Source: an optimization exercise on an open RTL-to-GDS flow (aim: a short achievable clock period). Production flows keep margins and buffers that such runs may drop. In this exercise RTL edits were held to simulation tests only and were not proved equivalent to the original. No activity file was given, so power comes from the tool's default toggle rates.

File: design/flow/config.mk
export PLATFORM = sky130hd
export DESIGN_NAME = prg_mem_port
export DESIGN_NICKNAME = prg_mem_port
export VERILOG_FILES = /design/flow/design.v
export SDC_FILE = /design/flow/constraint.sdc
export NUM_CORES = 4
export LEC_CHECK = 0
export ABC_CLOCK_PERIOD_IN_PS = 2500
export CAP_MARGIN = 20
export CORE_MARGIN = 2
export CORE_UTILIZATION = 55
export CTS_CLUSTER_DIAMETER = 80
export CTS_CLUSTER_SIZE = 30
export SETUP_SLACK_MARGIN = 2.6
export SLEW_MARGIN = 20
File: design/flow/constraint.sdc
create_clock -name core_clock -period 5.0 [get_ports {clk_clk}]
set_input_delay 1.0000 -clock core_clock [delete_from_list [all_inputs] [get_ports {clk_clk}]]
set_output_delay 1.0000 -clock core_clock [all_outputs]
set_load 0.01 [all_outputs]
File: design/flow/design.v
`default_nettype none
package prg_mem_pkg;
  localparam int PRG_ADDR_W = 8;
  localparam int PRG_DATA_W = 8;
  typedef enum logic [1:0] {
    ST_IDLE     = 2'd0,
    ST_ACCESS   = 2'd1,
    ST_RDBACK   = 2'd2,
    ST_WAIT_LOW = 2'd3
  } prg_state_t;
endpackage
`default_nettype wire
`default_nettype none
module prg_sync_edge #(
  parameter int SYNC_STAGES = 2
) (
  input  logic clk,
  input  logic rst_n,
  input  logic async_in,
  output logic level,
  output logic rise
);
  logic [SYNC_STAGES-1:0] r_sync;
  logic                   r_prev;
  always_ff @(posedge clk or negedge rst_n) begin
    if (!rst_n) begin
      r_sync <= '1;
      r_prev <= 1'b1;
    end else begin
      r_sync <= {r_sync[SYNC_STAGES-2:0], async_in};
      r_prev <= r_sync[SYNC_STAGES-1];
    end
  end
  assign level = r_sync[SYNC_STAGES-1];
  assign rise  = r_sync[SYNC_STAGES-1] & ~r_prev;
endmodule
`default_nettype wire
`default_nettype none
module prg_mem_port
#(
  parameter int ADDR_W      = prg_mem_pkg::PRG_ADDR_W,
  parameter int DATA_W      = prg_mem_pkg::PRG_DATA_W,
  parameter int SYNC_STAGES = 2,
  parameter int LO_W        = 0
) (
  input  logic              clk_clk,
  input  logic              reset_reset_n,
  input  logic              prg_clock,
  input  logic [ADDR_W-1:0] prg_ma,
  input  logic [DATA_W-1:0] prg_wd,
  input  logic              prg_we,
  output logic [DATA_W-1:0] prg_rd,
  input  logic [ADDR_W-1:0] cpu_addr,
  output logic [DATA_W-1:0] cpu_rdata,
  output logic              prg_busy
);
  localparam int WORDS = 2**ADDR_W;
  localparam int AL_W  = ADDR_W / 2;           
  localparam int AH_W  = ADDR_W - AL_W;
  localparam int AL_N  = 2**AL_W;
  localparam int AH_N  = 2**AH_W;
  logic [WORDS-1:0][DATA_W-1:0] mem;
  logic              r_busy;
  logic              r_acc;
  logic              r_rdb;
  logic [ADDR_W-1:0] r_ma;
  logic [DATA_W-1:0] r_wd;
  logic              r_we;
  logic [AL_N-1:0]   r_ma_lo_dec;              
  logic [AH_N-1:0]   r_wr_hi_dec;              
  logic [DATA_W-1:0] r_prg_rd;
  logic              w_level;
  logic              w_rise;
  logic              w_start;
  prg_sync_edge #(
    .SYNC_STAGES (SYNC_STAGES)
  ) u_sync (
    .clk      (clk_clk),
    .rst_n    (reset_reset_n),
    .async_in (prg_clock),
    .level    (w_level),
    .rise     (w_rise)
  );
  assign w_start = !r_busy && w_rise;
  always_ff @(posedge clk_clk or negedge reset_reset_n) begin
    if (!reset_reset_n) begin
      r_busy      <= 1'b0;
      r_acc       <= 1'b0;
      r_rdb       <= 1'b0;
      r_ma        <= '0;
      r_wd        <= '0;
      r_we        <= 1'b0;
      r_ma_lo_dec <= '0;
      r_wr_hi_dec <= '0;
    end else begin
      r_acc <= w_start;
      r_rdb <= r_acc;
      if (w_start) begin
        r_ma   <= prg_ma;
        r_wd   <= prg_wd;
        r_we   <= prg_we;
        r_busy <= 1'b1;
        for (int i = 0; i < AL_N; i++) begin
          r_ma_lo_dec[i] <= (prg_ma[AL_W-1:0] == AL_W'(i));
        end
        for (int i = 0; i < AH_N; i++) begin
          r_wr_hi_dec[i] <= prg_we && (prg_ma[ADDR_W-1:AL_W] == AH_W'(i));
        end
      end else begin
        r_wr_hi_dec <= '0;
        if (r_busy && !r_acc && !r_rdb && !w_level) begin
          r_busy <= 1'b0;
        end
      end
    end
  end
  for (genvar i = 0; i < WORDS; i++) begin : g_word
    always_ff @(posedge clk_clk) begin
      if (r_wr_hi_dec[i / AL_N] && r_ma_lo_dec[i % AL_N]) begin
        mem[i] <= r_wd;
      end
    end
  end
  logic [AH_N-1:0][DATA_W-1:0] r_rb;
  always_ff @(posedge clk_clk) begin
    if (r_acc) begin
      for (int h = 0; h < AH_N; h++) begin
        r_rb[h] <= mem[{AH_W'(h), r_ma[AL_W-1:0]}];
      end
    end
  end
  always_ff @(posedge clk_clk or negedge reset_reset_n) begin
    if (!reset_reset_n) begin
      r_prg_rd <= '0;
    end else if (r_rdb) begin
      r_prg_rd <= r_we ? r_wd : r_rb[r_ma[ADDR_W-1:AL_W]];
    end
  end
  if (LO_W == 0) begin : g_cpu_reg
    logic [DATA_W-1:0] r_cpu_rdata;
    always_ff @(posedge clk_clk or negedge reset_reset_n) begin
      if (!reset_reset_n) begin
        r_cpu_rdata <= '0;
      end else begin
        r_cpu_rdata <= mem[cpu_addr];
      end
    end
    assign cpu_rdata = r_cpu_rdata;
  end else begin : g_cpu_split
    localparam int HI_W = ADDR_W - LO_W;
    localparam int LO_N = 2**LO_W;
    localparam int HI_N = 2**HI_W;
    logic [LO_N-1:0][DATA_W-1:0] w_cand;
    logic [LO_N-1:0][DATA_W-1:0] r_cand;
    logic [LO_N-1:0]             r_lo_sel;
    logic [DATA_W-1:0]           w_cpu_rdata;
    always_comb begin
      for (int j = 0; j < LO_N; j++) begin
        w_cand[j] = mem[{cpu_addr[ADDR_W-1:LO_W], LO_W'(j)}];
      end
    end
    always_ff @(posedge clk_clk) begin
      r_cand <= w_cand;
    end
    always_ff @(posedge clk_clk or negedge reset_reset_n) begin
      if (!reset_reset_n) begin
        r_lo_sel <= '0;
      end else begin
        for (int j = 0; j < LO_N; j++) begin
          r_lo_sel[j] <= (cpu_addr[LO_W-1:0] == LO_W'(j));
        end
      end
    end
    always_comb begin
      w_cpu_rdata = '0;
      for (int j = 0; j < LO_N; j++) begin
        w_cpu_rdata = w_cpu_rdata | ({DATA_W{r_lo_sel[j]}} & r_cand[j]);
      end
    end
    assign cpu_rdata = w_cpu_rdata;
  end
  assign prg_rd    = r_prg_rd;
  assign prg_busy  = r_busy;
endmodule
`default_nettype wire
File: design/flow/run.sh
#!/bin/bash
# synth_recipe.tcl (not shown) runs the flow's synth.tcl, then flattens the netlist and writes it again
# the make line also repeats each setting of config.mk as NAME=value (left out here)
make -C /OpenROAD-flow-scripts/flow DESIGN_CONFIG=/design/flow/config.mk WORK_HOME=/design/flow/orfs CLKGATE_MAP_FILE= SYNTH_SCRIPT=/design/flow/synth_recipe.tcl finish
==> flow_summary_export.csv, run 1 <==
group,metric,value,unit
critical_path,cp_data_required_time,5.71,ns
global_routing,grt_antenna_before_repair,26,
finish,stdcell_area,115800,um^2
critical_path,cp_launch_type,"input port",
routing,drt_pass1_iterations,6,
critical_path,sort_of_element_at_the_end_of_the_critical_path,"flip-flop",
clocking,cts_root_buffer,"sky130_fd_sc_hd__clkbuf_16",
synthesis,synth_enable_flop_cells,2176,
power,power.total,44.83,mW
clocking,cts_tree,"done",
critical_path,arrival,3.47,ns
status,outcome,"finished with violations",
timing,report.final.setup_viol,0,
placed_design,placed_area,105800,um^2
global_routing,grt_pass1_wl,458.9,mm
power,power.sequential.fraction,50.0,%
die,io_pins,45,
placed_design,preCtsSetupSlack,0.3707,ns
placed_design,placed_cells_incl_taps,7239,
clocking,cts_buffers,137,
routing,dr.first_iter.drc_count,8010,
timing,finalHoldWorstSlack,0.2531,ns
timing,period_share,55.13,%
critical_path,timing_worst_setup_path_type,"input port to flip-flop",
die,die_span_in_y,435.4,um
placed_design,portBuffers,44,
synthesis,yosys_register_bits,2247,
timing,slew_headroom,12.90,%
critical_path,crit_fanout,7,
routing,detail_route.vias_per_cell,7.344,
global_routing,grt_usage,35.35,%
power,ir_drop,0.0003260,V
timing,clock_skew,0.03315,ns
routing,post_route_met1_wirelength,124.4,mm
synthesis,synth.net_count,4947,
timing,hold_viol,0,
synthesis,ys.warnings.count,2,
finish,fraction_of_final_layout_cells_sized_beyond_drive_strength_1,37.62,%
die,core_region,185200,um^2
routing,drt_drc_violations_left,0,
finish,nNetsFinal,5113,
routing,wl_met2,165.4,mm
power,comb_power_share,21.0,%
synthesis,postSynthCellCount,4919,
routing,top_layer_used,"met5",
timing,fin_ws,2.244,ns
synthesis,synthFlopType,"sky130_fd_sc_hd__edfxtp_1",
timing,achievable-frequency,362.8,MHz
power,total_leakage_power,36.34,nW
synthesis,avgSynthCellArea,20.81,um^2
power,clockPowerShare,29.1,%
routing,wl_per_cell,43.12,um
clocking,cts_max_level,4,
clocking,path_clk_slew,0.08,ns
status,layout.failed_checks,"antenna violations",
global_routing,grt_max_degree,169,
global_routing,globalRouteOverflowTotal,0,
die,floorplan.die_area,189500,um^2
finish,final_cells,7759,
flow_run,drv_cap,0,
global_routing,via_count_of_the_first_global_routing_pass,55270,
routing,met3RoutedLength,29.68,mm
hold_path,worst_hold_path_type,"input port to asynchronous set/reset pin",
power,power-per-cell-area,387.2,nW/um^2
timing,worst_slew_pin_slew,1.306,ns
synthesis,netlist-cell-type-count,64,
die,die-width,435.4,um
routing,detail_route.wirelength,334.5,mm
timing,grt_setup_unrepaired,"true",
placed_design,place.detailed.hpwl,202.2,mm
timing,setup_total_negative_slack,0,ns
routing,antenna_violating_nets_post_route,2,
power,switching_share,28.33,%
clocking,clkSinkCount,2247,
finish,syn2layout_area_growth,13.14,%
power,cell_int_power,32.13,mW
routing,route.vias.total,56980,
timing,slew_violations,0,
placed_design,gp_routability_congestion,0.8954,
die,std_cell_rows,158,
clocking,hold_buffers,0,
die,initial_core_util,55.25,%
clocking,clock_network_latency_to_the_later_pin_of_the_worst_skew_pair,0.85,ns
timing,fin_crit,2.756,ns
clocking,clock_tree_buffer_depth,3,
synthesis,mappedNetlistArea,102300,um^2
power,p_switching,12.70,mW
synthesis,sequential_element_share_of_the_synthesized_area,65.59,%
synthesis,asyncSetResetFlopFracSynth,3.160,%
finish,postLayoutCoreUtil,62.51,%
-- final cells by class --
class	instances	area, um^2
clock inverter	94	1122
inverter	2	7.507
sequential	2247	67210
timing repair buffer	413	6445
multi-input combinational	2284	34010
fill	12850	69440
tap	2480	3103
antenna	85	212.7
clock buffer	154	3682
-- worst max-delay path, cell delays in order --
cell and delay, ns:
sky130_fd_sc_hd__buf_16 0.15, sky130_fd_sc_hd__buf_12 0.18, sky130_fd_sc_hd__buf_12 0.12, sky130_fd_sc_hd__buf_16 0.14
sky130_fd_sc_hd__buf_12 0.11, sky130_fd_sc_hd__buf_16 0.12, sky130_fd_sc_hd__mux4_2 0.56, sky130_fd_sc_hd__o22ai_1 0.21
sky130_fd_sc_hd__a211oi_2 0.12, sky130_fd_sc_hd__nor4_4 0.37, sky130_fd_sc_hd__a21oi_4 0.12, sky130_fd_sc_hd__nor3b_2 0.19
-- layout by cell type, fill, tap and decap left out, types with 18 or more instances in the layout --
master	instances
sky130_fd_sc_hd__a21oi_1	69
sky130_fd_sc_hd__a21oi_2	23
sky130_fd_sc_hd__a22oi_1	127
sky130_fd_sc_hd__a22oi_2	30
sky130_fd_sc_hd__and2_1	258
sky130_fd_sc_hd__buf_12	81
sky130_fd_sc_hd__buf_16	77
sky130_fd_sc_hd__buf_4	146
sky130_fd_sc_hd__buf_6	41
sky130_fd_sc_hd__clkbuf_16	155
sky130_fd_sc_hd__clkdlybuf4s50_1	18
sky130_fd_sc_hd__dfrtp_1	32
sky130_fd_sc_hd__dfrtp_2	21
sky130_fd_sc_hd__diode_2	85
sky130_fd_sc_hd__edfxtp_1	2176
sky130_fd_sc_hd__inv_6	22
sky130_fd_sc_hd__mux2i_1	174
sky130_fd_sc_hd__mux4_2	1095
sky130_fd_sc_hd__nand2_1	115
sky130_fd_sc_hd__nor2_1	50
sky130_fd_sc_hd__o221ai_1	21
sky130_fd_sc_hd__o22ai_1	33
-- per-layer routing --
metal | vias up | track usage, %
met4 | 2 | 15.94
met5 | - | 0
met2 | 3522 | 56.41
met1 | 31090 | 49.25
li1 | 21790 | -
met3 | 587 | 5.026
-- final timing paths --
| check | slack (ns) | startpoint | cells past startpoint | to |
|---|---|---|---|---|
| hold / removal | 0.25 | reset_reset_n | 1 | r_wd[5] |
| setup / recovery | 2.24 | cpu_addr[0] | 12 | g_cpu_reg.r_cpu_rdata[4] |
| setup reg to reg | 2.43 | r_ma[0] | 7 | r_rb[71] |
| hold reg to reg | 0.36 | u_sync.r_sync[0] | 0 | u_sync.r_sync[1] |
| max in group asynchronous | 3.54 | reset_reset_n | 2 | r_ma[5] |
| min in group core_clock | 0.36 | u_sync.r_sync[0] | 0 | u_sync.r_sync[1] |
-- registers in the layout, indices dropped and copies added (netlist names) --
name,cells
r_prg_rd,8
r_we,1
r_busy,1
r_rb,128
r_acc,1
g_cpu_reg.r_cpu_rdata,8
r_wd,8
r_ma_lo_dec,16
r_rdb,1
r_ma,8
r_wr_hi_dec,16
u_sync.r_prev,1
u_sync.r_sync,2
mem,2048
-- kinds of logic (layout without fill, tap and decap cells) --
| family | after synthesis | in the layout | share of synthesized area [%] |
|---|---|---|---|
| buffers and inverters | 390 | 663 | 2.202 |
| DFF | 2247 | 2247 | 65.59 |
| AOI/OAI and AO/OA | 454 | 454 | 3.104 |
| and+or+nand+nor | 532 | 534 | 2.868 |
| muxes | 1296 | 1296 | 26.24 |
| other | 0 | 85 | 0 |
-- what timing repair did --
| item | CTS | global route |
|---|---|---|
| resized for setup | 391 | 75 |
| pin swaps | 23 | 31 |
| cloned | 56 | 12 |
| endpoints found under the setup margin | 161 | 141 |
| buffers inserted | 90 | 29 |
-- cells in the mapped netlist, drive strengths merged, types with 2 or more instances --
master,n,area (um^2)
edfxtp,2176,65340
mux4,1105,24940
and2,261,1633
buf,214,1546
mux2i,185,1852
clkbuf,174,699.4
a22oi,157,1184
nand2,120,452.9
a21oi,95,475.5
dfrtp,68,1702
nor2,58,217.7
o22ai,44,275.3
o221ai,33,307.8
o21ai,21,105.1
a211oi,19,142.6
nor4,17,143.9
a31oi,16,100.1
nor3,16,90.09
nor2b,14,87.58
nand2b,13,81.33
a221oi,11,96.34
a22o,11,96.34
o31ai,11,82.58
nand3,10,50.05
o41ai,9,78.83
mux2,6,67.56
a21o,4,30.03
a221o,4,40.04
o211ai,4,30.03
or2,4,25.02
dfstp,3,78.83
nand3b,3,22.52
nand4,3,18.77
nor3b,3,37.54
o2111ai,3,26.28
o2bb2ai,3,26.28
o32ai,3,26.28
or3,3,18.77
a211o,2,17.52
inv,2,7.510
nand4b,2,17.52
o31a,2,17.52
or4,2,15.01
-- power by group through the flow --
| stage | clock (mW) | sequential, mW | combinational (mW) |
|---|---|---|---|
| after floorplan | 0 | 22.9 | 4.36 |
| after global placement | 0 | 22.9 | 7.67 |
| after detailed placement | 0 | 22.9 | 7.71 |
| after CTS | 13.1 | 22.4 | 9.07 |
| after global routing | 13.8 | 22.4 | 9.62 |
| final | 13.0 | 22.4 | 9.40 |
==> run 2, diff against run 1 <==
--- a/design/flow/config.mk
+++ b/design/flow/config.mk
@@ -7,9 +7,9 @@
 export LEC_CHECK = 0
-export ABC_CLOCK_PERIOD_IN_PS = 2500
+export ABC_CLOCK_PERIOD_IN_PS = 1000
 export CAP_MARGIN = 20
 export CORE_MARGIN = 2
-export CORE_UTILIZATION = 55
+export CORE_UTILIZATION = 74
 export CTS_CLUSTER_DIAMETER = 80
 export CTS_CLUSTER_SIZE = 30
-export SETUP_SLACK_MARGIN = 2.6
+export SETUP_SLACK_MARGIN = 2.9
 export SLEW_MARGIN = 20
==> run 2 against run 1 <==
Net effect: now clean on timing, DRC and antenna; final cell count decreased by 8.6%; synthesized cell count unchanged; clock power decreased by 22%; global-route usage increased by 11 points; count of clock-buffer cells in the layout decreased by 36; routed wire length decreased by 2.0%; critical path type unchanged; largest cell class unchanged; combinational power increased by 3.8%; utilization increased by 21 points; largest power group unchanged; area after synthesis unchanged; critical endpoint unchanged; hold slack improved by 0.080 ns; via count increased by 7.0%.
==> flow_summary_export.csv, run 2 <==
group,metric,value,unit
finish,nNetsFinal,5133,
finish,fraction_of_final_layout_cells_sized_beyond_drive_strength_1,37.74,%
routing,dr.first_iter.drc_count,12130,
global_routing,met3_demand_to_capacity_share_in_global_routing,15.51,%
power,p_switching,12.21,mW
die,floorplan.die_area,141300,um^2
synthesis,most_numerous_cell_types_in_the_synthesized_netlist,"sky130_fd_sc_hd__edfxtp_1, sky130_fd_sc_hd__mux4_2, sky130_fd_sc_hd__and2_1",
power,power.sequential.fraction,52.9,%
finish,max_flop_register,"mem",
timing,clock_skew,0.03278,ns
timing,grt_setup_unrepaired,"true",
routing,wl_per_cell,46.20,um
critical_path,crit_fanout,6,
finish,largest_register_ffs,2048,
power,switching_share,28.78,%
timing,slew_violations,0,
critical_path,arrival,3.45,ns
global_routing,grtUsageMet2,68.91,%
clocking,cts_tree,"done",
global_routing,grt_pass1_wl,447.7,mm
routing,antenna_violating_nets_post_route,0,
global_routing,via_count_of_the_first_global_routing_pass,58490,
finish,reg_top3,"mem (2048), r_rb (128)",
synthesis,synth_top_cells_by_area,"sky130_fd_sc_hd__edfxtp_1, sky130_fd_sc_hd__mux4_2, sky130_fd_sc_hd__mux2i_1",
global_routing,grt_max_degree,146,
critical_path,ff2ff_setup_slack,2.32,ns
critical_path,worst_r2r_path_depth,7,
clocking,cts_buffers,99,
synthesis,sequential_element_share_of_the_synthesized_area,65.59,%
power,ir_drop,0.0005352,V
synthesis,mappedNetlistArea,102300,um^2
synthesis,ys.warnings.count,2,
power,cell_int_power,30.22,mW
timing,achievable-frequency,361.1,MHz
critical_path,sort_of_element_at_the_end_of_the_critical_path,"flip-flop",
critical_path,worstReg2RegStart,"r_ma[0]",
global_routing,gr-usage-met1,61.24,%
routing,detail_route.vias_per_cell,8.593,
timing,fin_crit,2.770,ns
routing,drt_pass1_iterations,6,
finish,syn2layout_area_growth,11.86,%
global_routing,grt_antenna_before_repair,28,
clocking,hold_buffers,0,
die,io_pins,45,
clocking,clock_network_latency_to_the_later_pin_of_the_worst_skew_pair,0.80,ns
critical_path,r2r-end,"r_rb[37]",
timing,hold_viol,0,
timing,finalHoldWorstSlack,0.3336,ns
synthesis,synth_enable_flop_cells,2176,
clocking,clkSinkCount,2247,
synthesis,synth_top_area_share,63.85,%
global_routing,grt_busiest_layer,"met2",
placed_design,placed_cells_incl_taps,6538,
clocking,clock_tree_buffer_depth,3,
synthesis,avgSynthCellArea,20.81,um^2
status,outcome,"finished clean",
critical_path,cp_data_required_time,5.68,ns
synthesis,post-synth-top-count-cell,"sky130_fd_sc_hd__edfxtp_1",
finish,fillerInstances,5804,
finish,layout.cells.most_common_list,"sky130_fd_sc_hd__edfxtp_1, sky130_fd_sc_hd__mux4_2, sky130_fd_sc_hd__and2_1",
die,die_span_in_y,375.9,um
routing,drt_drc_violations_left,0,
placed_design,gp_routability_congestion,0.9441,
clocking,cts_root_buffer,"sky130_fd_sc_hd__clkbuf_16",
clocking,path_clk_slew,0.12,ns
power,comb_power_share,23.0,%
synthesis,asyncSetResetFlopFracSynth,3.160,%
synthesis,yosys_register_bits,2247,
placed_design,place.detailed.hpwl,183.8,mm
synthesis,synth.largest_area_cell,"sky130_fd_sc_hd__edfxtp_1",
flow_run,drv_cap,0,
critical_path,timing_worst_setup_path_type,"input port to flip-flop",
global_routing,grt_usage,46.34,%
timing,slew_headroom,24.93,%
die,std_cell_rows,136,
synthesis,synth.net_count,4947,
global_routing,globalRouteOverflowTotal,0,
placed_design,portBuffers,44,
hold_path,worst_hold_path_type,"input port to asynchronous set/reset pin",
timing,period_share,55.39,%
power,clockPowerShare,24.1,%
finish,final_cells,7093,
die,initial_core_util,74.53,%
synthesis,synthFlopType,"sky130_fd_sc_hd__edfxtp_1",
timing,report.final.setup_viol,0,
power,total_leakage_power,36.00,nW
power,power-per-cell-area,370.7,nW/um^2
synthesis,netlist-cell-type-count,64,
routing,detail_route.wirelength,327.7,mm
finish,layout_commonest_cell,"sky130_fd_sc_hd__edfxtp_1",
synthesis,postSynthCellCount,4919,
clocking,cts_max_level,3,
finish,multi_input_comb_area,34180,um^2
finish,seq_area,67220,um^2
die,die-width,375.9,um
routing,route.vias.total,60950,
die,core_region,137300,um^2
timing,setup_total_negative_slack,0,ns
timing,worst_slew_pin_slew,1.126,ns
critical_path,cp_launch_type,"input port",
run 2: metrics by stage:
stage | cell area [um^2] | utilization [%] | total power, mW | worst slack, ns
after global placement | 104800 | 76.30 | 30.09 | 0.2399
after floorplan | 102700 | - | 27.33 | 2.228
after CTS | 113400 | 82.59 | 41.53 | 2.411
after global routing | 114300 | 83.26 | 42.90 | 2.251
after detailed placement | 104800 | 76.31 | 30.21 | 0.5278
final | 114500 | 83.37 | 42.44 | 2.230
run 2: critical path: stages:
cell and delay [ns]:
sky130_fd_sc_hd__buf_16 0.16, sky130_fd_sc_hd__buf_16 0.20, sky130_fd_sc_hd__buf_12 0.15, sky130_fd_sc_hd__buf_16 0.14, sky130_fd_sc_hd__mux4_2 0.59, sky130_fd_sc_hd__a22oi_2 0.21, sky130_fd_sc_hd__nand2_2 0.11, sky130_fd_sc_hd__a211oi_4 0.50
sky130_fd_sc_hd__a21oi_4 0.17, sky130_fd_sc_hd__nor3b_2 0.18
run 2: power groups by stage:
stage / logic, mW / registers [mW] / clock network (mW)
4_1_cts: 9.10 / 22.4 / 10.1
3_3_place_gp: 7.19 / 22.9 / 0
5_1_grt: 9.83 / 22.4 / 10.7
6_report: 9.76 / 22.4 / 10.2
2_1_floorplan: 4.46 / 22.9 / 0
3_5_place_dp: 7.29 / 22.9 / 0
run 2: worst max path at each step:
stage	start	cells past startpoint	endpoint	slack (ns)
floorplan	cpu_addr[0]	9	g_cpu_reg.r_cpu_rdata[0]	2.23
detailed placement	cpu_addr[0]	9	g_cpu_reg.r_cpu_rdata[4]	0.53
global route	cpu_addr[0]	12	g_cpu_reg.r_cpu_rdata[3]	2.25
finish	cpu_addr[0]	10	g_cpu_reg.r_cpu_rdata[4]	2.23
global placement	cpu_addr[0]	8	g_cpu_reg.r_cpu_rdata[1]	0.24
CTS	cpu_addr[0]	10	g_cpu_reg.r_cpu_rdata[2]	2.41
run 2: layer usage:
metal | wire length (um) | up-vias
met4 | 27410 | 16
met2 | 150000 | 6892
li1 | - | 21820
met3 | 54580 | 1512
met5 | 109 | -
met1 | 95560 | 30720
run 2: cell type report:
type / count / area share, %
multi-input cells: 2285 / 29.85
diodes: 119 / 0.2601
flip-flops and latches: 2247 / 58.72
inverters: 2 / 0.009836
repair buffers: 470 / 6.401
well taps: 1794 / 1.961
clock buffers: 118 / 2.226
clock inverters: 58 / 0.5716
run 2: logic make-up after synthesis:
| kind of cell | synth area share (%) |
|---|---|
| flops | 65.59 |
| simple gates | 2.868 |
| mux | 26.24 |
| buf+inv | 2.202 |
| compound gates | 3.104 |
run 2: repair_timing:
item	in CTS	in global routing
endpoints found under the setup margin	611	374
cloned	80	10
resized for setup	499	73
pin swaps	51	24
buffers inserted	139	31
==> run 3, diff against run 2 <==
--- a/design/flow/config.mk
+++ b/design/flow/config.mk
@@ -10,3 +10,3 @@
 export CORE_MARGIN = 2
-export CORE_UTILIZATION = 74
+export CORE_UTILIZATION = 70
 export CTS_CLUSTER_DIAMETER = 80
==> run 3 against run 2 <==
Net effect: global-route usage decreased by 3.4 points; hold slack worse by 0.22 ns; critical endpoint is now g_cpu_reg.r_cpu_rdata[6]; clock power grew 8%; area after synthesis unchanged; via count is 3.1% lower; still clean; sequential cell count unchanged; total power increased by 1.8%; first-iteration DRC count shrank 16%; cell area grew 0.64%; highest routed layer unchanged.
==> flow_summary_export.csv, run 3 <==
group,metric,value,unit
timing,grt_setup_unrepaired,"true",
power,total_leakage_power,36.35,nW
global_routing,grt_usage,42.98,%
finish,syn2layout_area_growth,12.58,%
synthesis,netlist-cell-type-count,64,
power,power.total,43.20,mW
routing,detail_route.vias_per_cell,8.155,
clocking,clkSinkCount,2247,
critical_path,crit_path_max_incr_delay,0.54,ns
critical_path,cp_launch_type,"input port",
timing,worst_slew_pin_slew,1.292,ns
die,floorplan.die_area,149300,um^2
clocking,clock_network_latency_to_the_later_pin_of_the_worst_skew_pair,0.81,ns
finish,postLayoutCoreUtil,79.25,%
global_routing,grt_max_degree,172,
synthesis,post-synth-top-count-cell,"sky130_fd_sc_hd__edfxtp_1",
critical_path,timing_worst_setup_path_type,"input port to flip-flop",
clocking,cts_buffers,106,
placed_design,placed_area,105100,um^2
synthesis,synth_top_area_share,63.85,%
global_routing,grt_pass1_wl,436.0,mm
placed_design,place.detailed.hpwl,188.6,mm
power,power-per-cell-area,374.9,nW/um^2
finish,reg_top3,"mem (2048), r_rb (128)",
flow_run,drv_cap,0,
critical_path,critical_path.slowest_cell,"sky130_fd_sc_hd__a21oi_1",
critical_path,worstReg2RegStart,"r_ma[0]",
synthesis,mappedNetlistArea,102300,um^2
critical_path,path_delay_family,"buffers and inverters",
clocking,cts_tree,"done",
timing,hold_viol,0,
power,ir_drop,0.0003923,V
routing,detail_route.wirelength,316.4,mm
synthesis,synth.largest_area_cell,"sky130_fd_sc_hd__edfxtp_1",
hold_path,worst_hold_path_type,"input port to asynchronous set/reset pin",
routing,route.vias.total,59080,
synthesis,synth.net_count,4947,
timing,period_share,54.33,%
finish,layout_commonest_cell,"sky130_fd_sc_hd__edfxtp_1",
timing,setup_total_negative_slack,0,ns
finish,largest_register_ffs,2048,
timing,fin_crit,2.716,ns
critical_path,cp_cell_sequence,"buf_4 -> and2_4 -> buf_6 -> a22oi_1 -> a21oi_1 -> nor4_1 -> buf_4 -> nor4_2",
global_routing,globalRouteOverflowTotal,0,
status,outcome,"finished clean",
critical_path,worst_path_most_repeated_cell,"sky130_fd_sc_hd__buf_4",
routing,drt_pass1_iterations,6,
critical_path,ff2ff_setup_slack,2.41,ns
finish,fillerInstances,7199,
finish,fraction_of_final_layout_cells_sized_beyond_drive_strength_1,37.92,%
critical_path,arrival,3.41,ns
die,std_cell_rows,140,
critical_path,buffers_plus_inverters_on_the_worst_setup_path,3,
global_routing,via_count_of_the_first_global_routing_pass,56500,
synthesis,sequential_element_share_of_the_synthesized_area,65.59,%
timing,slew_violations,0,
die,io_pins,45,
clocking,cts_max_level,3,
synthesis,postSynthCellCount,4919,
clocking,path_clk_slew,0.11,ns
critical_path,cp_data_required_time,5.70,ns
critical_path,r2r-end,"r_rb[92]",
timing,report.final.setup_viol,0,
timing,clock_skew,0.05640,ns
finish,stdcell_area,115200,um^2
timing,finalHoldWorstSlack,0.1098,ns
clocking,clock_tree_buffer_depth,3,
finish,nNetsFinal,5164,
critical_path,sort_of_element_at_the_end_of_the_critical_path,"flip-flop",
synthesis,synth_top_cells_by_area,"sky130_fd_sc_hd__edfxtp_1, sky130_fd_sc_hd__mux4_2, sky130_fd_sc_hd__mux2i_1",
synthesis,most_numerous_cell_types_in_the_synthesized_netlist,"sky130_fd_sc_hd__edfxtp_1, sky130_fd_sc_hd__mux4_2, sky130_fd_sc_hd__and2_1",
placed_design,portBuffers,44,
finish,max_flop_register,"mem",
synthesis,synthFlopType,"sky130_fd_sc_hd__edfxtp_1",
placed_design,gp_routability_congestion,0.9836,
finish,multi_input_comb_area,34030,um^2
die,die_span_in_y,386.4,um
routing,wl_per_cell,43.68,um
synthesis,synth_enable_flop_cells,2176,
synthesis,avgSynthCellArea,20.81,um^2
die,initial_core_util,70.39,%
synthesis,ys.warnings.count,2,
die,core_region,145400,um^2
critical_path,crit_fanout,30,
routing,antenna_violating_nets_post_route,0,
global_routing,grt_antenna_before_repair,34,
die,die-width,386.4,um
timing,achievable-frequency,368.1,MHz
timing,slew_headroom,13.90,%
routing,dr.first_iter.drc_count,10140,
clocking,cts_root_buffer,"sky130_fd_sc_hd__clkbuf_16",
routing,drt_drc_violations_left,0,
synthesis,asyncSetResetFlopFracSynth,3.160,%
critical_path,worst_r2r_path_depth,7,
clocking,hold_buffers,0,
finish,layout.cells.most_common_list,"sky130_fd_sc_hd__edfxtp_1, sky130_fd_sc_hd__mux4_2, sky130_fd_sc_hd__and2_1",
synthesis,yosys_register_bits,2247,
finish,seq_area,67210,um^2
run 3: repair_timing:
item / 4_1_cts / 5_1_grt
cloned: 73 / 8
buffers inserted: 153 / 28
setup endpoints to repair: 384 / 410
pin swaps: 36 / 25
gates resized for setup: 446 / 79
run 3: layer usage:
layer | track usage [%] | part of all wire (%) | vias to the layer above
li1 | - | - | 21880
met1 | 59.43 | 32 | 30640
met2 | 64.81 | 47 | 5584
met3 | 11.41 | 15 | 954
met4 | 21.75 | 6.2 | 14
met5 | 0 | 0.027 | -
run 3: how the worst max path moves through the flow:
stage	depth (start not counted)	start	endpoint
after global placement	10	cpu_addr[0]	g_cpu_reg.r_cpu_rdata[1]
after floorplan	9	cpu_addr[0]	g_cpu_reg.r_cpu_rdata[0]
after detailed placement	9	cpu_addr[0]	g_cpu_reg.r_cpu_rdata[4]
after CTS	8	cpu_addr[0]	g_cpu_reg.r_cpu_rdata[7]
after global routing	10	cpu_addr[0]	g_cpu_reg.r_cpu_rdata[5]
final	8	cpu_addr[4]	g_cpu_reg.r_cpu_rdata[6]
run 3: cell type report:
cell class                 count  share of cell area (%)
antenna                      106                  0.2302
clock buffer                 122                   2.400
clock inverter                71                  0.8666
inverter                       2                0.009773
multi-input combinational   2283                   29.54
sequential                  2247                   58.33
tap                         1917                   2.082
timing repair buffer         496                   6.538
run 3: where the power goes:
| group | switching, mW | internal, mW | leakage (nW) |
|---|---|---|---|
| clock | 6.50 | 4.53 | 1.80 |
| sequential | 0.563 | 21.8 | 20.6 |
| combinational | 5.29 | 4.46 | 14.0 |
run 3: kinds of logic (layout without fill, tap and decap cells):
logic type	count (synthesis)	after routing	synth area share, %
buffers and inverters	390	691	2.202
DFF	2247	2247	65.59
and+or+nand+nor	532	533	2.868
AOI/OAI and AO/OA	454	454	3.104
other	0	106	0
muxes	1296	1296	26.24
run 3: per-stage QoR:
| stage | setup WS [ns] | cells |
|---|---|---|
| floorplan | 2.228 | 4919 |
| global placement | 0.4883 | 6683 |
| detailed placement | 0.5007 | 6683 |
| CTS | 2.442 | 7102 |
| global route | 2.314 | 7158 |
| finish | 2.284 | 7244 |
==> run 4, diff against run 3 <==
--- a/design/flow/config.mk
+++ b/design/flow/config.mk
@@ -10,5 +10,5 @@
 export CORE_MARGIN = 2
-export CORE_UTILIZATION = 70
-export CTS_CLUSTER_DIAMETER = 80
-export CTS_CLUSTER_SIZE = 30
+export CORE_UTILIZATION = 80
+export CTS_CLUSTER_DIAMETER = 100
+export CTS_CLUSTER_SIZE = 40
 export SETUP_SLACK_MARGIN = 2.9
==> run 4 against run 3 <==
Net effect: the flow now stops in global routing; area after synthesis stayed put; synthesized cell count unchanged.
==> flow_summary_export.csv, run 4 <==
group,metric,value,unit
die,die-width,361.7,um
status,first-error,"[ERROR GRT-0232] Routing congestion too high. Check the congestion heatmap in the GUI.",
synthesis,yosys_register_bits,2247,
die,std_cell_rows,131,
placed_design,portBuffers,44,
status,haltStage,"global routing",
synthesis,netlist-cell-type-count,64,
synthesis,synth_enable_flop_cells,2176,
synthesis,synth_top_cells_by_area,"sky130_fd_sc_hd__edfxtp_1, sky130_fd_sc_hd__mux4_2, sky130_fd_sc_hd__mux2i_1",
timing,crit_endpoint,"g_cpu_reg.r_cpu_rdata[3]$_DFF_PN0_/D",
die,initial_core_util,80.46,%
placed_design,place.detailed.hpwl,198.0,mm
placed_design,gp_routability_congestion,0.9994,
synthesis,mappedNetlistArea,102300,um^2
placed_design,placed_area,104600,um^2
placed_design,preCtsSetupSlack,0.3109,ns
clocking,clock_tree_buffer_depth,3,
status,outcome,"stopped before the end",
timing,worst_path_end_type,"register data pin",
global_routing,globalRouteOverflowTotal,897,
synthesis,most_numerous_cell_types_in_the_synthesized_netlist,"sky130_fd_sc_hd__edfxtp_1, sky130_fd_sc_hd__mux4_2, sky130_fd_sc_hd__and2_1",
synthesis,synthFlopType,"sky130_fd_sc_hd__edfxtp_1",
synthesis,ys.warnings.count,2,
placed_design,placed_cells_incl_taps,6407,
synthesis,synth.net_count,4947,
synthesis,synth_top_area_share,63.85,%
die,die_span_in_y,361.7,um
synthesis,postSynthCellCount,4919,
clocking,cts_root_buffer,"sky130_fd_sc_hd__clkbuf_16",
synthesis,avgSynthCellArea,20.81,um^2
synthesis,synth.largest_area_cell,"sky130_fd_sc_hd__edfxtp_1",
synthesis,post-synth-top-count-cell,"sky130_fd_sc_hd__edfxtp_1",
synthesis,sequential_element_share_of_the_synthesized_area,65.59,%
clocking,hold_buffers,0,
synthesis,asyncSetResetFlopFracSynth,3.160,%
clocking,cts_max_level,3,
global_routing,grt_usage,85.09,%
global_routing,grt_max_degree,145,
die,io_pins,45,
clocking,cts_buffers,66,
clocking,clkSinkCount,2247,
==> run 4: cell counts after synthesis <==
No cell type changed its count.
==> run 4: power by group through the flow <==
stage	Combinational (mW)	Clock, mW	Sequential (mW)
after floorplan	4.46	0	22.9
after CTS	9.22	7.97	22.4
after global placement	7.06	0	22.9
after detailed placement	7.22	0	23.0
==> run 4: repair_timing <==
item / in CTS
endpoints found under the hold margin: 0
setup endpoints to repair: 684
cloned: 80
buffers inserted: 130
gates resized for setup: 537
pin swaps: 42
==> run 4: cells by family after synthesis <==
| kind of cell | Yosys count | synth area share, % |
|---|---|---|
| AND/OR/NAND/NOR | 532 | 2.868 |
| multiplexers | 1296 | 26.24 |
| flip-flops | 2247 | 65.59 |
| AO/OA/AOI/OAI | 454 | 3.104 |
| buffers and inverters | 390 | 2.202 |
==> run 4: worst max-delay path by stage <==
stage / start / to / slack (ns) / cells past startpoint
3_5_place_dp: cpu_addr[0] / g_cpu_reg.r_cpu_rdata[4] / 0.31 / 8
3_3_place_gp: cpu_addr[0] / g_cpu_reg.r_cpu_rdata[5] / 0.20 / 8
4_1_cts: cpu_addr[0] / g_cpu_reg.r_cpu_rdata[6] / 2.36 / 10
2_1_floorplan: cpu_addr[0] / g_cpu_reg.r_cpu_rdata[0] / 2.23 / 9
==> run 4: layer usage <==
| metal | track usage (%) | GRT overflow |
|---|---|---|
| met5 | 46.32 | 14 |
| met4 | 84.71 | 337 |
| met3 | 75.75 | 69 |
| met2 | 95.96 | 426 |
| met1 | 85.50 | 51 |
==> run 4: metrics by stage <==
| stage | utilization [%] | hold slack (ns) |
|---|---|---|
| detailed placement | 82.25 | 0.3500 |
| floorplan | - | 0.3452 |
| CTS | 88.09 | 0.2533 |
| global placement | 82.25 | 0.3467 |
==> run 5, diff against run 4 <==
==> design/flow/flow/run.sh (new file) <==
#!/bin/bash
# Own layout flow: the standard layout (standard.sh, ORFS synthesis to
# finish, unchanged), with one addition: before ORFS places the pins, the
# CPU read port's pins are constrained to the middle of the top edge
# (flow/io.tcl, sourced through ORFS's PRE_IO_PLACEMENT_TCL hook).
# ORFS writes each step's full log under orfs/logs/; make's own output goes to
# standard_flow.log in this folder.
set -euo pipefail
W=$(pwd)
export PRE_IO_PLACEMENT_TCL="$W/flow/io.tcl"
bash standard.sh finish > "$W/standard_flow.log" 2>&1
==> design/flow/flow/io.tcl (new file) <==
# Pin placement for the CPU read port: the read address and the read data
# enter and leave together at the middle of the top edge, so no address bit
# starts from a corner of the die.
set die [ord::get_die_area]
set x0 [lindex $die 0]
set x1 [lindex $die 2]
set mid [expr {($x0 + $x1) / 2.0}]
set addr_pins {}
set data_pins {}
for {set i 0} {$i < 8} {incr i} {
  lappend addr_pins "cpu_addr\[$i\]"
  lappend data_pins "cpu_rdata\[$i\]"
}
set_io_pin_constraint -pin_names $addr_pins \
  -region [format "top:%.1f-%.1f" [expr {$mid - 30.0}] [expr {$mid}]]
set_io_pin_constraint -pin_names $data_pins \
  -region [format "top:%.1f-%.1f" [expr {$mid}] [expr {$mid + 30.0}]]
==> design/flow/standard.sh (new file) <==
#!/bin/bash
# synth_recipe.tcl (not shown) runs the flow's synth.tcl, then flattens the netlist and writes it again
# the make line also repeats each setting of config.mk as NAME=value (left out here)
make -C /OpenROAD-flow-scripts/flow DESIGN_CONFIG=/design/flow/config.mk WORK_HOME=/design/flow/orfs CLKGATE_MAP_FILE= SYNTH_SCRIPT=/design/flow/synth_recipe.tcl "${@:-finish}"
--- a/design/flow/config.mk
+++ b/design/flow/config.mk
@@ -10,5 +10,5 @@
 export CORE_MARGIN = 2
-export CORE_UTILIZATION = 80
-export CTS_CLUSTER_DIAMETER = 100
-export CTS_CLUSTER_SIZE = 40
+export CORE_UTILIZATION = 70
+export CTS_CLUSTER_DIAMETER = 80
+export CTS_CLUSTER_SIZE = 30
 export SETUP_SLACK_MARGIN = 2.9
removed: design/flow/run.sh
==> run 5 against run 4 <==
Net effect: the run now finishes clean; synthesized cell count unchanged; area after synthesis did not move.
==> flow_summary_export.csv, run 5 <==
group,metric,value,unit
status,outcome,"finished clean",
critical_path,crit_path_max_incr_delay,0.43,ns
die,floorplan.die_area,149300,um^2
power,ir_drop,0.0003303,V
routing,antenna_violating_nets_post_route,0,
timing,slew_headroom,17.03,%
critical_path,cp_launch_type,"input port",
global_routing,globalRouteOverflowTotal,0,
synthesis,synth.net_count,4947,
synthesis,post-synth-top-count-cell,"sky130_fd_sc_hd__edfxtp_1",
timing,slew_violations,0,
critical_path,worst_path_most_repeated_cell,"sky130_fd_sc_hd__buf_4",
clocking,path_clk_slew,0.11,ns
critical_path,crit_fanout,17,
synthesis,synth.largest_area_cell,"sky130_fd_sc_hd__edfxtp_1",
finish,layout_commonest_cell,"sky130_fd_sc_hd__edfxtp_1",
synthesis,synth_top_cells_by_area,"sky130_fd_sc_hd__edfxtp_1, sky130_fd_sc_hd__mux4_2, sky130_fd_sc_hd__mux2i_1",
die,std_cell_rows,140,
finish,layout.cells.most_common_list,"sky130_fd_sc_hd__edfxtp_1, sky130_fd_sc_hd__mux4_2, sky130_fd_sc_hd__and2_1",
critical_path,sort_of_element_at_the_end_of_the_critical_path,"flip-flop",
clocking,cts_buffers,105,
placed_design,portBuffers,44,
die,initial_core_util,70.39,%
routing,wl_per_cell,42.61,um
global_routing,grt_pass1_wl,430.6,mm
synthesis,yosys_register_bits,2247,
timing,worst_slew_pin_slew,1.243,ns
timing,achievable-frequency,367.7,MHz
synthesis,synth_enable_flop_cells,2176,
timing,setup_total_negative_slack,0,ns
clocking,cts_tree,"done",
timing,grt_setup_unrepaired,"true",
synthesis,asyncSetResetFlopFracSynth,3.160,%
die,die-width,386.4,um
clocking,cts_root_buffer,"sky130_fd_sc_hd__clkbuf_16",
die,core_region,145400,um^2
routing,detail_route.wirelength,310.2,mm
power,power-per-cell-area,370.7,nW/um^2
critical_path,timing_worst_setup_path_type,"input port to flip-flop",
synthesis,avgSynthCellArea,20.81,um^2
flow_run,drv_cap,0,
timing,clock_skew,0.04021,ns
routing,drt_drc_violations_left,0,
timing,period_share,54.39,%
critical_path,arrival,3.41,ns
finish,largest_register_ffs,2048,
finish,max_flop_register,"mem",
critical_path,critical_path.slowest_cell,"sky130_fd_sc_hd__and2_4",
clocking,clock_network_latency_to_the_later_pin_of_the_worst_skew_pair,0.80,ns
finish,reg_top3,"mem (2048), r_rb (128)",
synthesis,mappedNetlistArea,102300,um^2
synthesis,postSynthCellCount,4919,
global_routing,via_count_of_the_first_global_routing_pass,55890,
timing,hold_viol,0,
clocking,clkSinkCount,2247,
synthesis,ys.warnings.count,2,
global_routing,grt_max_degree,206,
critical_path,cp_cell_sequence,"buf_4 -> and2_4 -> buf_4 -> a22oi_1 -> a21oi_1 -> a211oi_1 -> buf_4 -> a21oi_4 -> nor3b_2",
die,die_span_in_y,386.4,um
routing,drt_pass1_iterations,7,
critical_path,cp_data_required_time,5.69,ns
clocking,cts_max_level,3,
global_routing,grt_usage,42.45,%
finish,nNetsFinal,5190,
synthesis,most_numerous_cell_types_in_the_synthesized_netlist,"sky130_fd_sc_hd__edfxtp_1, sky130_fd_sc_hd__mux4_2, sky130_fd_sc_hd__and2_1",
clocking,hold_buffers,0,
placed_design,gp_routability_congestion,0.9139,
synthesis,synthFlopType,"sky130_fd_sc_hd__edfxtp_1",
routing,route.vias.total,58650,
power,total_leakage_power,36.46,nW
die,io_pins,45,
synthesis,synth_top_area_share,63.85,%
timing,report.final.setup_viol,0,
finish,final_cells,7279,
global_routing,grt_antenna_before_repair,29,
placed_design,place.detailed.hpwl,186.2,mm
routing,dr.first_iter.drc_count,10020,
timing,fin_crit,2.719,ns
synthesis,sequential_element_share_of_the_synthesized_area,65.59,%
synthesis,netlist-cell-type-count,64,
finish,fraction_of_final_layout_cells_sized_beyond_drive_strength_1,38.27,%
hold_path,worst_hold_path_type,"input port to asynchronous set/reset pin",
routing,detail_route.vias_per_cell,8.057,
placed_design,placed_cells_incl_taps,6677,
clocking,clock_tree_buffer_depth,3,
finish,syn2layout_area_growth,12.77,%
[run 5: cell counts after synthesis]
No cell type changed its count.
[run 5: final timing paths]
path	from	end	slack (ns)	cells past startpoint
setup / recovery	cpu_addr[4]	g_cpu_reg.r_cpu_rdata[4]	2.28	9
hold / removal	reset_reset_n	r_wd[5]	0.27	1
setup reg to reg	r_ma[0]	r_rb[38]	2.40	7
hold reg to reg	u_sync.r_sync[0]	u_sync.r_sync[1]	0.36	0
max in group asynchronous	reset_reset_n	g_cpu_reg.r_cpu_rdata[5]	3.49	2
min in group core_clock	u_sync.r_sync[0]	u_sync.r_sync[1]	0.36	0
[run 5: power by group]
group	internal [mW]	leakage [nW]	switching [mW]	total [mW]
combinational	4.42	14.1	5.12	9.54
clock	4.37	1.76	6.42	10.8
sequential	21.8	20.6	0.608	22.5
[run 5: per-layer routing]
metal,vias up,track usage (%),part of all wire [%]
li1,22000,-,-
met1,30440,59.99,33
met2,5308,62.46,46
met3,885,12.84,15
met4,18,19.42,5.4
met5,-,0,0.036
[run 5: stage by stage]
| step | util, % | power, mW | hold WS, ns | worst slack, ns | instance area [um^2] |
|---|---|---|---|---|---|
| 2_1_floorplan | - | 27.33 | 0.3452 | 2.228 | 102700 |
| 3_3_place_gp | 72.30 | 30.19 | 0.3468 | 0.2169 | 105100 |
| 3_5_place_dp | 72.30 | 30.29 | 0.3564 | 0.3048 | 105100 |
| 4_1_cts | 78.47 | 42.26 | 0.2789 | 2.372 | 114100 |
| 5_1_grt | 79.24 | 43.55 | 0.2944 | 2.325 | 115200 |
| 6_report | 79.38 | 42.79 | 0.2695 | 2.281 | 115400 |
[run 5: area by class of cell]
class	count	area, um^2
Timing Repair Buffer	519	7754
Timing Repair inverter	1	5.005
Tap cell	1917	2399
Fill cell	7281	29970
Sequential cell	2247	67230
Multi-Input combinational cell	2286	34080
Antenna cell	110	275.3
Inverter	2	11.26
Clock buffer	126	2778
Clock inverter	71	885.9
[run 5: critical path, delay by kind of cell]
| kind | cells | cell delay (ns) |
|---|---|---|
| compound gates | 4 | 0.80 |
| buf+inv | 3 | 0.92 |
| simple gates | 2 | 0.63 |
[run 5: logic make-up (layout without fill, tap and decap cells)]
kind of cell / Yosys count / count (layout) / share of synthesized area (%)
AO/OA/AOI/OAI: 454 / 454 / 3.104
buffers and inverters: 390 / 719 / 2.202
flip-flops: 2247 / 2247 / 65.59
multiplexers: 1296 / 1296 / 26.24
other: 0 / 110 / 0
AND/OR/NAND/NOR: 532 / 536 / 2.868
[run 5: what timing repair did]
action,CTS,global route
gates resized for setup,522,69
buffers inserted,161,63
hold endpoints to repair,0,0
gates cloned,67,4
pin swaps,57,25
setup endpoints to repair,464,335
==> run 6, diff against run 5 <==
--- a/design/flow/config.mk
+++ b/design/flow/config.mk
@@ -11,4 +11,4 @@
 export CORE_UTILIZATION = 70
-export CTS_CLUSTER_DIAMETER = 80
-export CTS_CLUSTER_SIZE = 30
+export CTS_CLUSTER_DIAMETER = 60
+export CTS_CLUSTER_SIZE = 20
 export SETUP_SLACK_MARGIN = 2.9
==> run 6 against run 5 <==
Net effect: now fails the layout checks on antenna violations; via count is 1.9% higher; sequential share of layout area is 0.72 points lower; worst setup slack worse by 0.0033 ns; hold slack worse by 0.018 ns; combinational power is 2% higher; maximum frequency is 0.12% lower; cell area is 1.3% higher; total power is 5.5% higher; count of clock-buffer cells in the layout is 60 higher; final cell count is 0.63% higher; sequential cell count stayed put; routed wire length is 3.0% higher; critical path type unchanged; critical endpoint is now g_cpu_reg.r_cpu_rdata[6].
==> flow_summary_export.csv, run 6 <==
group,metric,value,unit
timing,clock_skew,0.02688,ns
global_routing,grt_antenna_before_repair,22,
timing,setup_total_negative_slack,0,ns
global_routing,globalRouteOverflowTotal,0,
timing,fin_crit,2.723,ns
power,ir_drop,0.0003693,V
clocking,cts_max_level,4,
placed_design,gp_routability_congestion,0.9139,
synthesis,synth_enable_flop_cells,2176,
clocking,clock_network_latency_to_the_later_pin_of_the_worst_skew_pair,0.81,ns
timing,achievable-frequency,367.3,MHz
placed_design,placed_cells_incl_taps,6677,
synthesis,post-synth-top-count-cell,"sky130_fd_sc_hd__edfxtp_1",
finish,reg_top3,"mem (2048), r_rb (128)",
global_routing,grt_pass1_wl,441.3,mm
power,total_leakage_power,37.16,nW
power,switching_share,27.40,%
critical_path,crit_fanout,25,
synthesis,synth_top_area_share,63.85,%
die,core_region,145400,um^2
synthesis,postSynthCellCount,4919,
clocking,cts_buffers,150,
synthesis,mappedNetlistArea,102300,um^2
synthesis,synthFlopType,"sky130_fd_sc_hd__edfxtp_1",
finish,layout.cells.most_common_list,"sky130_fd_sc_hd__edfxtp_1, sky130_fd_sc_hd__mux4_2, sky130_fd_sc_hd__and2_1",
global_routing,grt_max_degree,206,
global_routing,via_count_of_the_first_global_routing_pass,57110,
power,clockPowerShare,28.8,%
critical_path,sort_of_element_at_the_end_of_the_critical_path,"flip-flop",
timing,slew_violations,0,
critical_path,critical_path.slowest_cell,"sky130_fd_sc_hd__nor4_2",
routing,detail_route.vias_per_cell,8.160,
die,io_pins,45,
critical_path,cp_cell_sequence,"buf_16 -> buf_8 -> buf_12 -> buf_4 -> mux4_2 -> nor2_1 -> nor2_1 -> a21oi_1 -> nor3_1 -> nor4_2 -> buf_4 -> nor4_2",
routing,drt_drc_violations_left,0,
synthesis,synth_top_cells_by_area,"sky130_fd_sc_hd__edfxtp_1, sky130_fd_sc_hd__mux4_2, sky130_fd_sc_hd__mux2i_1",
placed_design,portBuffers,44,
finish,final_cells,7325,
routing,antenna_violating_nets_post_route,1,
routing,drt_pass1_iterations,6,
power,power-per-cell-area,386.3,nW/um^2
placed_design,place.detailed.hpwl,186.2,mm
clocking,cts_tree,"done",
timing,grt_setup_unrepaired,"true",
critical_path,timing_worst_setup_path_type,"input port to flip-flop",
routing,dr.first_iter.drc_count,10930,
power,comb_power_share,21.5,%
finish,postLayoutCoreUtil,80.38,%
synthesis,asyncSetResetFlopFracSynth,3.160,%
synthesis,most_numerous_cell_types_in_the_synthesized_netlist,"sky130_fd_sc_hd__edfxtp_1, sky130_fd_sc_hd__mux4_2, sky130_fd_sc_hd__and2_1",
timing,period_share,54.45,%
synthesis,avgSynthCellArea,20.81,um^2
power,cell_int_power,32.78,mW
critical_path,arrival,3.37,ns
finish,nNetsFinal,5228,
timing,hold_viol,0,
timing,slew_headroom,14.31,%
synthesis,sequential_element_share_of_the_synthesized_area,65.59,%
critical_path,cp_data_required_time,5.65,ns
synthesis,yosys_register_bits,2247,
hold_path,worst_hold_path_type,"input port to asynchronous set/reset pin",
finish,syn2layout_area_growth,14.19,%
status,layout.failed_checks,"antenna violations",
die,die_span_in_y,386.4,um
finish,fillerInstances,6989,
die,std_cell_rows,140,
power,power.sequential.fraction,49.7,%
flow_run,drv_cap,0,
routing,detail_route.wirelength,319.4,mm
die,floorplan.die_area,149300,um^2
critical_path,crit_path_max_incr_delay,0.41,ns
routing,route.vias.total,59770,
finish,layout_commonest_cell,"sky130_fd_sc_hd__edfxtp_1",
die,initial_core_util,70.39,%
finish,max_flop_register,"mem",
timing,report.final.setup_viol,0,
critical_path,worst_r2r_path_depth,7,
die,die-width,386.4,um
finish,largest_register_ffs,2048,
critical_path,cp_launch_type,"input port",
synthesis,ys.warnings.count,2,
power,p_switching,12.37,mW
global_routing,grt_usage,43.60,%
status,outcome,"finished with violations",
synthesis,netlist-cell-type-count,64,
finish,fraction_of_final_layout_cells_sized_beyond_drive_strength_1,38.91,%
timing,worst_slew_pin_slew,1.285,ns
clocking,clkSinkCount,2247,
clocking,clock_tree_buffer_depth,3,
synthesis,synth.largest_area_cell,"sky130_fd_sc_hd__edfxtp_1",
clocking,path_clk_slew,0.08,ns
synthesis,synth.net_count,4947,
clocking,cts_root_buffer,"sky130_fd_sc_hd__clkbuf_16",
routing,wl_per_cell,43.61,um
clocking,hold_buffers,0,
[run 6: cell counts after synthesis]
Identical to the previous run, type by type.
[run 6: layer usage]
| layer | vias up | global-route usage (%) | share of wire, % |
|---|---|---|---|
| met4 | 4 | 20.66 | 6.0 |
| met5 | - | 0 | 0.0078 |
| met3 | 1008 | 13.64 | 16 |
| li1 | 22070 | - | - |
| met2 | 5891 | 64.64 | 46 |
| met1 | 30800 | 60.43 | 32 |
[run 6: cell families after synthesis]
kind of cell,after synthesis,synth area share (%)
mux,1296,26.24
compound gates,454,3.104
simple gates,532,2.868
flops,2247,65.59
buf+inv,390,2.202
[run 6: power by group through the flow]
stage / logic [mW] / clock network, mW / registers (mW)
floorplan: 4.46 / 0 / 22.9
global route: 9.85 / 13.6 / 22.4
finish: 9.71 / 13.0 / 22.4
global placement: 7.24 / 0 / 22.9
detailed placement: 7.33 / 0 / 23.0
CTS: 9.24 / 12.9 / 22.4
[run 6: layout make-up]
cell class / instances / area, um^2 / area share [%]
multi-input cells: 2286 / 34120 / 29.19
diodes: 104 / 260.3 / 0.2227
flip-flops and latches: 2247 / 67230 / 57.53
repair buffers: 512 / 7950 / 6.803
inverters: 2 / 11.26 / 0.009636
clock inverters: 70 / 755.7 / 0.6467
clock buffers: 186 / 4131 / 3.535
repair inverters: 1 / 7.507 / 0.006424
well taps: 1917 / 2399 / 2.052
[run 6: repair_timing]
action	in CTS	in global routing
setup buffers	148	59
gates cloned	80	1
resized for setup	550	77
pin swaps	53	33
endpoints found under the setup margin	454	396
[run 6: worst max-delay path, delay by kind of cell]
kind,cells,cell delay [ns]
mux,1,0.33
buf+inv,5,1.07
simple gates,5,0.78
compound gates,1,0.15
[run 6: worst paths after layout]
kind / from / end / slack (ns)
max reg2reg: r_ma[0] / r_rb[55] / 2.36
min: reset_reset_n / r_wd[7] / 0.25
min in group core_clock: u_sync.r_sync[0] / u_sync.r_sync[1] / 0.36
min reg2reg: u_sync.r_sync[0] / u_sync.r_sync[1] / 0.36
max in group asynchronous: reset_reset_n / g_cpu_reg.r_cpu_rdata[6] / 3.50
max: cpu_addr[1] / g_cpu_reg.r_cpu_rdata[6] / 2.28
[run 6: metrics by stage]
step | cell area [um^2] | worst slack (ns) | hold WS, ns | power [mW]
final | 116900 | 2.277 | 0.2511 | 45.15
after floorplan | 102700 | 2.228 | 0.3452 | 27.33
after CTS | 115700 | 2.379 | 0.2688 | 44.56
after global placement | 105100 | 0.2169 | 0.3468 | 30.19
after detailed placement | 105100 | 0.3048 | 0.3564 | 30.29
after global routing | 116700 | 2.298 | 0.2772 | 45.85

separate check: timing with driven ports:
The flow's constraints put no driver on any port. The routed layouts listed below were extracted and timed again, unchanged, in two steps. Step 1, drivers: a clkbuf_16 drives clk_clk and a buf_2 each remaining input, both assumed. Step 2 moves the port delays by t, midway between the first and last clock arrival at a register: inputs arrive t later, outputs are due t later. That takes back most of the time a late clock gives input paths. Slacks: ideal ports / drivers / drivers and shift; pairs: ideal ports / drivers.
run | shift t [ns] | slack for setup (ns) | hold slack, ns | worst register clock-pin slew, ns | worst slew at a driven data input, ns
run 1 | 0.929 | 2.244 / 2.110 / 1.181 | 0.253 / 0.179 / 0.360 | 0.12 / 0.12 | 0.36
run 2 | 0.866 | 2.230 / 1.801 / 0.935 | 0.334 / 0.272 / 0.371 | 0.12 / 0.12 | 0.60
run 3 | 0.864 | 2.284 / 2.024 / 1.160 | 0.110 / 0.055 / 0.373 | 0.12 / 0.12 | 0.41
run 5 | 0.861 | 2.281 / 1.904 / 1.042 | 0.269 / 0.204 / 0.355 | 0.12 / 0.12 | 0.59
run 6 | 0.879 | 2.277 / 1.906 / 1.027 | 0.251 / 0.187 / 0.359 | 0.09 / 0.09 | 0.59
The setup slack of run 2, which loses most, moves by -0.429 ns with the drivers and by -1.295 ns with both steps.
